Background: an optimization exercise with open tools, aiming at a short achievable clock period and few clock cycles. Do not read the settings as production practice. The RTL was checked by simulation tests, not by an equivalence proof against the original design. No activity file was given, so power comes from the tool's default toggle rates.

$ cat design/flow/constraint.sdc
create_clock -name core_clock -period 6.0 [get_ports {clk}]
set_input_delay 1.2000 -clock core_clock [delete_from_list [all_inputs] [get_ports {clk}]]
set_output_delay 1.2000 -clock core_clock [all_outputs]
set_load 0.01 [all_outputs]
$ cat design/flow/config.mk
export PLATFORM = sky130hd
export DESIGN_NAME = blocking_cache
export DESIGN_NICKNAME = blocking_cache
export VERILOG_FILES = /design/flow/design.v
export SDC_FILE = /design/flow/constraint.sdc
export NUM_CORES = 4
export LEC_CHECK = 0
export CAP_MARGIN = 20
export CORE_MARGIN = 2
export CORE_UTILIZATION = 40
export SLEW_MARGIN = 20
$ cat design/flow/run.sh
#!/bin/bash
# synth_recipe.tcl (not shown) runs the flow's synth.tcl, then flattens the netlist and writes it again
# the make line also repeats each setting of config.mk as NAME=value (left out here)
make -C /OpenROAD-flow-scripts/flow DESIGN_CONFIG=/design/flow/config.mk WORK_HOME=/design/flow/orfs CLKGATE_MAP_FILE= SYNTH_SCRIPT=/design/flow/synth_recipe.tcl finish
$ cat design/flow/design.v
`default_nettype none
`default_nettype wire
`default_nettype none
package cache_pkg;
  typedef enum logic [1:0] {
    READ  = 2'd0,
    WRITE = 2'd1,
    INIT  = 2'd2    
  } req_type_e;
  typedef enum logic [3:0] {
    IDLE           = 4'd0,
    TAG_CHECK      = 4'd1,
    INIT_ACCESS    = 4'd2,
    READ_ACCESS    = 4'd3,
    WRITE_ACCESS   = 4'd4,
    EVICT_PREPARE  = 4'd5,
    EVICT_REQUEST  = 4'd6,
    EVICT_WAIT     = 4'd7,
    REFILL_REQUEST = 4'd8,
    REFILL_WAIT    = 4'd9,
    REFILL_UPDATE  = 4'd10,
    WAIT           = 4'd11
  } cache_state_e;
endpackage
`default_nettype wire
`timescale 1ns/1ps
`default_nettype none
module cache_ctrl (
  input  logic                 clk,
  input  logic                 reset,
  input  logic                 req_valid,
  output logic                 req_ready,
  output logic                 resp_valid,
  input  logic                 resp_ready,
  output logic                 mem_req_valid,
  input  logic                 mem_req_ready,
  input  logic                 mem_resp_valid,
  output logic                 mem_resp_ready,
  input  logic                 hit,
  input  logic                 victim_dirty,
  input  cache_pkg::req_type_e req_type,    
  output logic                 req_reg_en,
  output logic                 way_reg_en,
  output logic                 refill_reg_en,
  output logic                 tag_wen,
  output logic                 data_wen,
  output logic                 data_from_mem,
  output logic                 valid_wen,
  output logic                 dirty_set,
  output logic                 dirty_wen,
  output logic                 lru_wen,
  output logic                 read_reg_en,
  output logic                 evict_sel,
  output logic                 mem_req_write
);
  cache_pkg::cache_state_e state_q;
  cache_pkg::cache_state_e state_d;
  always_ff @(posedge clk) begin
    if (reset) state_q <= cache_pkg::IDLE;
    else       state_q <= state_d;
  end
  always_comb begin
    state_d = state_q;   
    case (state_q)
      cache_pkg::IDLE:           if (req_valid) state_d = cache_pkg::TAG_CHECK;
      cache_pkg::TAG_CHECK: begin
        if (req_type == cache_pkg::INIT)
          state_d = cache_pkg::INIT_ACCESS;     
        else if (hit)
          state_d = (req_type == cache_pkg::READ) ? cache_pkg::READ_ACCESS
                                                  : cache_pkg::WRITE_ACCESS;
        else if (victim_dirty)
          state_d = cache_pkg::EVICT_PREPARE;   
        else
          state_d = cache_pkg::REFILL_REQUEST;
      end
      cache_pkg::INIT_ACCESS,
      cache_pkg::READ_ACCESS,
      cache_pkg::WRITE_ACCESS:   state_d = cache_pkg::WAIT;
      cache_pkg::EVICT_PREPARE:  state_d = cache_pkg::EVICT_REQUEST;
      cache_pkg::EVICT_REQUEST:  if (mem_req_ready) state_d = cache_pkg::EVICT_WAIT;
      cache_pkg::EVICT_WAIT:     if (mem_resp_valid) state_d = cache_pkg::REFILL_REQUEST;
      cache_pkg::REFILL_REQUEST: if (mem_req_ready) state_d = cache_pkg::REFILL_WAIT;
      cache_pkg::REFILL_WAIT:    if (mem_resp_valid) state_d = cache_pkg::REFILL_UPDATE;
      cache_pkg::REFILL_UPDATE: begin
        if (req_type == cache_pkg::READ)       state_d = cache_pkg::READ_ACCESS;
        else if (req_type == cache_pkg::WRITE) state_d = cache_pkg::WRITE_ACCESS;
        else                                   state_d = cache_pkg::WAIT;
      end
      cache_pkg::WAIT:           if (resp_ready) state_d = cache_pkg::IDLE;
      default:                   state_d = cache_pkg::IDLE;
    endcase
  end
  always_comb begin
    req_ready      = 1'b0;
    resp_valid     = 1'b0;
    mem_req_valid  = 1'b0;
    mem_resp_ready = 1'b0;
    req_reg_en     = 1'b0;
    way_reg_en     = 1'b0;
    refill_reg_en  = 1'b0;
    tag_wen        = 1'b0;
    data_wen       = 1'b0;
    data_from_mem  = 1'b0;
    valid_wen      = 1'b0;
    dirty_set      = 1'b0;
    dirty_wen      = 1'b0;
    lru_wen        = 1'b0;
    read_reg_en    = 1'b0;
    evict_sel      = 1'b0;
    mem_req_write  = 1'b0;
    case (state_q)
      cache_pkg::IDLE: begin
        req_ready  = 1'b1;
        req_reg_en = 1'b1;   
      end
      cache_pkg::TAG_CHECK:     way_reg_en = 1'b1;   
      cache_pkg::INIT_ACCESS: begin
        tag_wen   = 1'b1;
        data_wen  = 1'b1;
        valid_wen = 1'b1;
        dirty_wen = 1'b1;    
        lru_wen   = 1'b1;
      end
      cache_pkg::READ_ACCESS: begin
        read_reg_en = 1'b1;
        lru_wen     = 1'b1;
      end
      cache_pkg::WRITE_ACCESS: begin
        tag_wen   = 1'b1;
        data_wen  = 1'b1;
        valid_wen = 1'b1;
        dirty_set = 1'b1;
        dirty_wen = 1'b1;
        lru_wen   = 1'b1;
      end
      cache_pkg::EVICT_PREPARE: begin
        read_reg_en   = 1'b1;   
        evict_sel     = 1'b1;
        mem_req_write = 1'b1;
      end
      cache_pkg::EVICT_REQUEST: begin
        mem_req_valid = 1'b1;
        evict_sel     = 1'b1;
        mem_req_write = 1'b1;
      end
      cache_pkg::EVICT_WAIT:     mem_resp_ready = 1'b1;   
      cache_pkg::REFILL_REQUEST: mem_req_valid  = 1'b1;
      cache_pkg::REFILL_WAIT: begin
        mem_resp_ready = 1'b1;
        refill_reg_en  = mem_resp_valid;
      end
      cache_pkg::REFILL_UPDATE: begin
        tag_wen       = 1'b1;
        data_wen      = 1'b1;
        data_from_mem = 1'b1;
        valid_wen     = 1'b1;
        dirty_wen     = 1'b1;   
      end
      cache_pkg::WAIT:           resp_valid = 1'b1;
      default: ;
    endcase
  end
endmodule
`default_nettype wire
`timescale 1ns/1ps
`default_nettype none
module cache_dpath (
  input  logic                      clk,
  input  logic                      reset,
  input  cache_pkg::req_type_e      req_type,
  input  logic [32-1:0]  req_addr,
  input  logic [32-1:0]  req_data,
  input  logic [32-1:0]  mem_resp_data,
  input  logic                      req_reg_en,
  input  logic                      way_reg_en,
  input  logic                      refill_reg_en,
  input  logic                      tag_wen,
  input  logic                      data_wen,
  input  logic                      data_from_mem,
  input  logic                      valid_wen,
  input  logic                      dirty_set,
  input  logic                      dirty_wen,
  input  logic                      lru_wen,
  input  logic                      read_reg_en,
  input  logic                      evict_sel,
  input  logic                      mem_req_write,
  output cache_pkg::req_type_e      req_type_q,
  output logic                      hit,
  output logic                      victim_dirty,
  output logic [32-1:0]  resp_data,
  output cache_pkg::req_type_e      mem_req_type,
  output logic [32-1:0]  mem_req_addr,
  output logic [32-1:0]  mem_req_data
);
  logic [32-1:0]  addr_q;
  logic [32-1:0]  data_q;
  logic [32-1:0]  refill_q;
  logic [32-1:0]  read_q;     
  logic                      way_q;
  logic [3-1:0] idx;
  logic [27-1:0]   tag;
  logic [1:0]                match;
  logic                      lru_way;
  logic [32-1:0]  wr_data;
  logic [27-1:0]   tag_mem  [2][8];
  logic [32-1:0]  data_mem [2][8];
  logic [8-1:0] valid_bits [2];
  logic [8-1:0] dirty_bits [2];
  logic [8-1:0] lru_bits;    
  always_ff @(posedge clk) begin
    if (req_reg_en) begin
      req_type_q <= req_type;
      addr_q     <= req_addr;
      data_q     <= req_data;
    end
  end
  assign idx = addr_q[3+1:2];
  assign tag = addr_q[32-1:3+2];
  assign match[0]     = valid_bits[0][idx] && (tag_mem[0][idx] == tag);
  assign match[1]     = valid_bits[1][idx] && (tag_mem[1][idx] == tag);
  assign hit          = |match;
  assign lru_way      = lru_bits[idx];
  assign victim_dirty = dirty_bits[lru_way][idx];   
  always_ff @(posedge clk) begin
    if (reset)           way_q <= 1'b0;
    else if (way_reg_en) way_q <= hit ? match[1] : lru_way;
  end
  assign wr_data = data_from_mem ? refill_q : data_q;
  always_ff @(posedge clk) begin
    if (tag_wen)  tag_mem[way_q][idx]  <= tag;
    if (data_wen) data_mem[way_q][idx] <= wr_data;
  end
  always_ff @(posedge clk) begin
    if (reset) begin
      valid_bits[0] <= '0;
      valid_bits[1] <= '0;
      dirty_bits[0] <= '0;
      dirty_bits[1] <= '0;
      lru_bits      <= '0;
    end else begin
      if (valid_wen) valid_bits[way_q][idx] <= 1'b1;
      if (dirty_wen) dirty_bits[way_q][idx] <= dirty_set;
      if (lru_wen)   lru_bits[idx]          <= ~way_q;   
    end
  end
  always_ff @(posedge clk) begin
    if (refill_reg_en) refill_q <= mem_resp_data;
    if (read_reg_en)   read_q   <= data_mem[way_q][idx];
  end
  assign resp_data    = read_q;
  assign mem_req_data = read_q;    
  assign mem_req_type = mem_req_write ? cache_pkg::WRITE : cache_pkg::READ;
  assign mem_req_addr = {(evict_sel ? tag_mem[way_q][idx] : tag), idx, 2'b00};
endmodule
`default_nettype wire
`timescale 1ns/1ps
`default_nettype none
module blocking_cache (
  input  logic                      clk,
  input  logic                      reset,
  input  logic                      req_valid,
  output logic                      req_ready,
  input  cache_pkg::req_type_e      req_type,
  input  logic [32-1:0]  req_addr,
  input  logic [32-1:0]  req_data,
  output logic                      resp_valid,
  input  logic                      resp_ready,
  output logic [32-1:0]  resp_data,
  output logic                      mem_req_valid,
  input  logic                      mem_req_ready,
  output cache_pkg::req_type_e      mem_req_type,
  output logic [32-1:0]  mem_req_addr,
  output logic [32-1:0]  mem_req_data,
  input  logic                      mem_resp_valid,
  output logic                      mem_resp_ready,
  input  logic [32-1:0]  mem_resp_data
);
  logic req_reg_en;
  logic way_reg_en;
  logic refill_reg_en;
  logic tag_wen;
  logic data_wen;
  logic data_from_mem;
  logic valid_wen;
  logic dirty_set;
  logic dirty_wen;
  logic lru_wen;
  logic read_reg_en;
  logic evict_sel;
  logic mem_req_write;
  logic                 hit;
  logic                 victim_dirty;
  cache_pkg::req_type_e req_type_q;
  cache_ctrl ctrl_i (
    .clk, .reset,
    .req_valid, .req_ready, .resp_valid, .resp_ready,
    .mem_req_valid, .mem_req_ready, .mem_resp_valid, .mem_resp_ready,
    .hit, .victim_dirty, .req_type (req_type_q),
    .req_reg_en, .way_reg_en, .refill_reg_en, .tag_wen, .data_wen,
    .data_from_mem, .valid_wen, .dirty_set, .dirty_wen, .lru_wen,
    .read_reg_en, .evict_sel, .mem_req_write
  );
  cache_dpath dpath_i (
    .clk, .reset,
    .req_type, .req_addr, .req_data, .mem_resp_data,
    .req_reg_en, .way_reg_en, .refill_reg_en, .tag_wen, .data_wen,
    .data_from_mem, .valid_wen, .dirty_set, .dirty_wen, .lru_wen,
    .read_reg_en, .evict_sel, .mem_req_write,
    .req_type_q, .hit, .victim_dirty, .resp_data,
    .mem_req_type, .mem_req_addr, .mem_req_data
  );
endmodule
`default_nettype wire
==> results by group <==
Run status
  • Status: timing/DRC/antenna clean

Worst setup path
  • Worst EP required: 4.80 ns
  • Crit-path max cell delay: 0.93 ns
  • Reg2reg end: dpath_i.data_mem[3][1]
  • CP max-delay cell: edfxtp_1
  • Crit-path cells: buf_4 > mux4_2 > nand2_1 > a21oi_1 > a31oi_1 > o21ai_0 > clkdlybuf4s50_1
  • FF-to-FF Start: dpath_i.addr_q[3]
  • Crit path max fanout: 49
  • Critical path class: flip-flop to primary output
  • R2R depth: 6
  • CP Data Arrival Time: 4.46 ns
  • Startpoint class of the critical path: flip-flop
  • Critical path endpoint category: primary output
  • CP startpoint: dpath_i.addr_q[3]
  • Reg-to-reg slack, setup: 1.30 ns

Pwr
  • Worst VDD drop: 0.2972 mV
  • Net switching power: 0.008311 W
  • Switching share of power: 32.28%
  • Seq pwr share: 42.7%
  • Clk pwr share: 26.5%
  • Internal power: 0.01743 W
  • Leak: 17.09 nW
  • Total power: 0.02574 W
  • PwrDens: 481.4 nW/um^2
  • Gate power share: 30.8%

Timing
  • Fin crit share: 94.31%
  • Final number of max-transition violations: 0
  • Setup TNS: 0 ns
  • Max Clock Freq: 0.1767 GHz
  • Clk_skew: 0.02789 ns
  • Post-layout min period: 5.658 ns
  • Max-Slew Margin vs Limit: 24.93%
  • Hold WS: 0.4972 ns
  • Unrepaired setup endpoints after global routing: no
  • Finish-stage setup viols: 0
  • Fin. Hold Viols: 0
  • Setup slack after layout: 0.3416 ns
  • Worst Max-Slew Pin Slew: 1.126 ns

Finish
  • Leading cell type in the layout, fill and taps excluded: edfxtp_1
  • Commonest non-fill, non-tap cells in the layout: 1104 x edfxtp_1, 279 x mux4_2, 200 x clkdlybuf4s50_1
  • Final net count: 2667
  • Share of cells above drive strength 1: 22.77%
  • Post-Route Utilization: 46.83%
  • Synthesis-to-layout area growth: 16.40%
  • # diodes: 0

Worst hold path
  • Endpoint, Worst Hold: dpath_i.lru_bits[6]
  • HP Class: flip-flop to flip-flop
  • Hold_sp: dpath_i.lru_bits[6]
  • Worst Hold Depth: 2

Floorplanning
  • Die Span Y: 342.9 um
  • Starting Density: 40.23%
  • I/O Pins: 206
  • CORE AREA: 114200 sq um
  • Die W: 342.9 um
  • # rows: 124
  • Die ar.: 117600 sq um

Yosys
  • Sequential-to-total area share from yosys stat: 72.86%
  • Synth warnings: 2
  • Cell taking the most area after synthesis: edfxtp_1
  • Netlist cell types: 66
  • Async SR Flop Fraction: 0%
  • EDFF count, synth: 1104
  • Syn Area/Cell: 19.74 sq um
  • Ys flop type: edfxtp_1
  • Synth Cell Area: 45940 sq um
  • Synth area leaders: edfxtp_1 72%, mux4_2 14%, mux2i_1 2.4%
  • Cells after Synth: 2327
  • Synth top area share: 72.17%
  • Synthesized flop and latch total: 1120

Flow run
  • # Max-Cap Violations: 0

Drt
  • Drt drc: 0
  • Routed WL: 115.5 mm
  • Vias per std cell: 5.689
  • DR pass1 iterations: 7
  • Final ANT Viol Nets: 0
  • DR iter-0 viols: 2322
  • Routed vias: 23.67k
  • Avg WL per Cell: 27.76 um

GRT
  • Largest net degree at the start of global routing: 74
  • First-pass GRT wire length: 167.4 mm
  • Grt ovf: 0
  • Total track usage: 19.63%
  • Number of global-route vias before repair: 24.22k
  • Initial antenna violation count: 0

Clock network
  • H-tree Lvls: 3
  • Clk latency of the worst-skew pair: 0.72 ns
  • Maximum clock insertion buffer count: 3
  • Cts bufs inserted: 112
  • CTS tree: done
  • Clock Tree Root: clkbuf_16
  • Setup bufs post-CTS: 0
  • CTS resizes: 0
  • Hold buffers post-CTS: 0
  • Clock-pin slew on the worst setup and hold paths: 0.06 ns
  • Clk sinks: 1120

Placed design
  • Dpl ws: 1.099 ns
  • Dpl hpwl: 67.92 mm
  • Buffers added on ports: 200
  • Final Wtd Congestion: 0.8366
-- state kept, by name, summed over array words and instances (netlist names), named ones only --
signal              cells
dpath_i.refill_q       32
dpath_i.read_q         32
dpath_i.data_mem      512
dpath_i.dirty_bits     16
dpath_i.valid_bits     16
ctrl_i.state_q          4
dpath_i.way_q           1
dpath_i.addr_q         30
dpath_i.data_q         32
dpath_i.lru_bits        8
dpath_i.req_type_q      2
dpath_i.tag_mem       432
-- worst max-delay path: cells and delay by family (launching register included) --
family | cells | cell delay (ns)
buffers and inverters | 2 | 1.40
AOI/OAI and AO/OA | 3 | 1.02
DFF | 1 | 0.93
muxes | 1 | 0.33
and+or+nand+nor | 1 | 0.05
-- power by group through the flow --
stage | Sequential [W] | Combinational [W] | Clock [W]
4_1_cts | 0.0110 | 0.00804 | 0.00699
6_report | 0.0110 | 0.00792 | 0.00683
3_5_place_dp | 0.0112 | 0.00800 | 0
2_1_floorplan | 0.0108 | 0.00538 | 0
5_1_grt | 0.0111 | 0.00846 | 0.00728
3_3_place_gp | 0.0111 | 0.00787 | 0
-- worst max path at each step --
stage,slack [ns],endpoint
CTS,0.33,mem_req_addr[20]
global placement,1.08,mem_req_addr[20]
finish,0.34,mem_req_addr[20]
detailed placement,1.10,mem_req_addr[20]
global route,0.23,mem_req_addr[20]
floorplan,0.31,ctrl_i.state_q[3]
-- layout make-up --
class	count	area, sq um
repair buffers	278	2800
clock inverters	62	604.3
fillers	9472	60720
flip-flops and latches	1120	33480
multi-input cells	1031	11660
clock buffers	143	2980
inverters	14	55.05
well taps	1512	1892
-- per-layer routing --
metal / wire length (um) / GRT usage (%)
met1: 47860 / 26.54
met2: 58030 / 33.21
met3: 6949 / 2.776
met4: 2633 / 5.759
met5: 0 / 0
-- cells in the mapped netlist (7+ instances only) --
cell type	count
o31ai_1	8
nand2b_1	11
buf_2	33
a22oi_1	20
edfxtp_1	1104
and3_1	15
mux2_2	56
buf_4	48
o21a_1	7
nor4_1	19
clkbuf_1	62
nand2_1	133
nor2_1	75
nor2b_1	8
a21oi_1	36
xnor2_1	29
mux4_1	8
a21boi_0	10
dfxtp_1	16
buf_6	11
nand4_1	10
buf_1	10
nand3_1	19
and3b_1	9
mux2i_1	108
o22ai_1	10
o21ai_0	48
inv_1	11
a22o_1	10
mux4_2	279
nor3_1	28
-- cells by family after synthesis --
kind of cell / count (synthesis) / synth area share, %
xor+xnor: 35 / 0.6673
simple gates: 364 / 3.892
fa+ha+maj: 6 / 0.1634
other cells: 1 / 0.008163
buf+inv: 178 / 2.116
flops: 1120 / 72.86
mux: 452 / 17.89
compound gates: 171 / 2.397
-- stage by stage --
| stage | std cells | cell area [sq um] |
|---|---|---|
| after global routing | 4160 | 53470 |
| after global placement | 3955 | 49890 |
| after CTS | 4160 | 53470 |
| final | 4160 | 53470 |
| after detailed placement | 3955 | 49890 |
| after floorplan | 2329 | 45950 |
Testbench counts, summed over its fixed seeds: cycles 79,798.

## port drivers added, routing unchanged
No port has a modelled driver above. Below, the same layout with a new extraction and two added sets of constraints. Step 1 (the two cells are an assumption about what drives the block):
set clk [get_ports {clk}]
set_driving_cell -lib_cell sky130_fd_sc_hd__clkbuf_16 $clk
set_driving_cell -lib_cell sky130_fd_sc_hd__buf_2 [delete_from_list [all_inputs] $clk]
Step 2 times the ports against the registers' clock, not the clock port: input delays grow and output delays shrink by t, the midpoint of the rising clock arrivals with the driver on. a / b / c = no drivers / after step 1 / after step 2; a / b = the first two.
t (ns): 0.776
slack for setup (ns): 0.342 / 0.269 / 1.045
worst setup path at the end: register to output
slew at the worst register clock pin (ns): 0.06 / 0.06
pins driven straight from the clock port: 1
After both steps this run still meets setup and hold. The setup slack of this run moves by -0.073 ns with the drivers and by +0.703 ns with both steps.
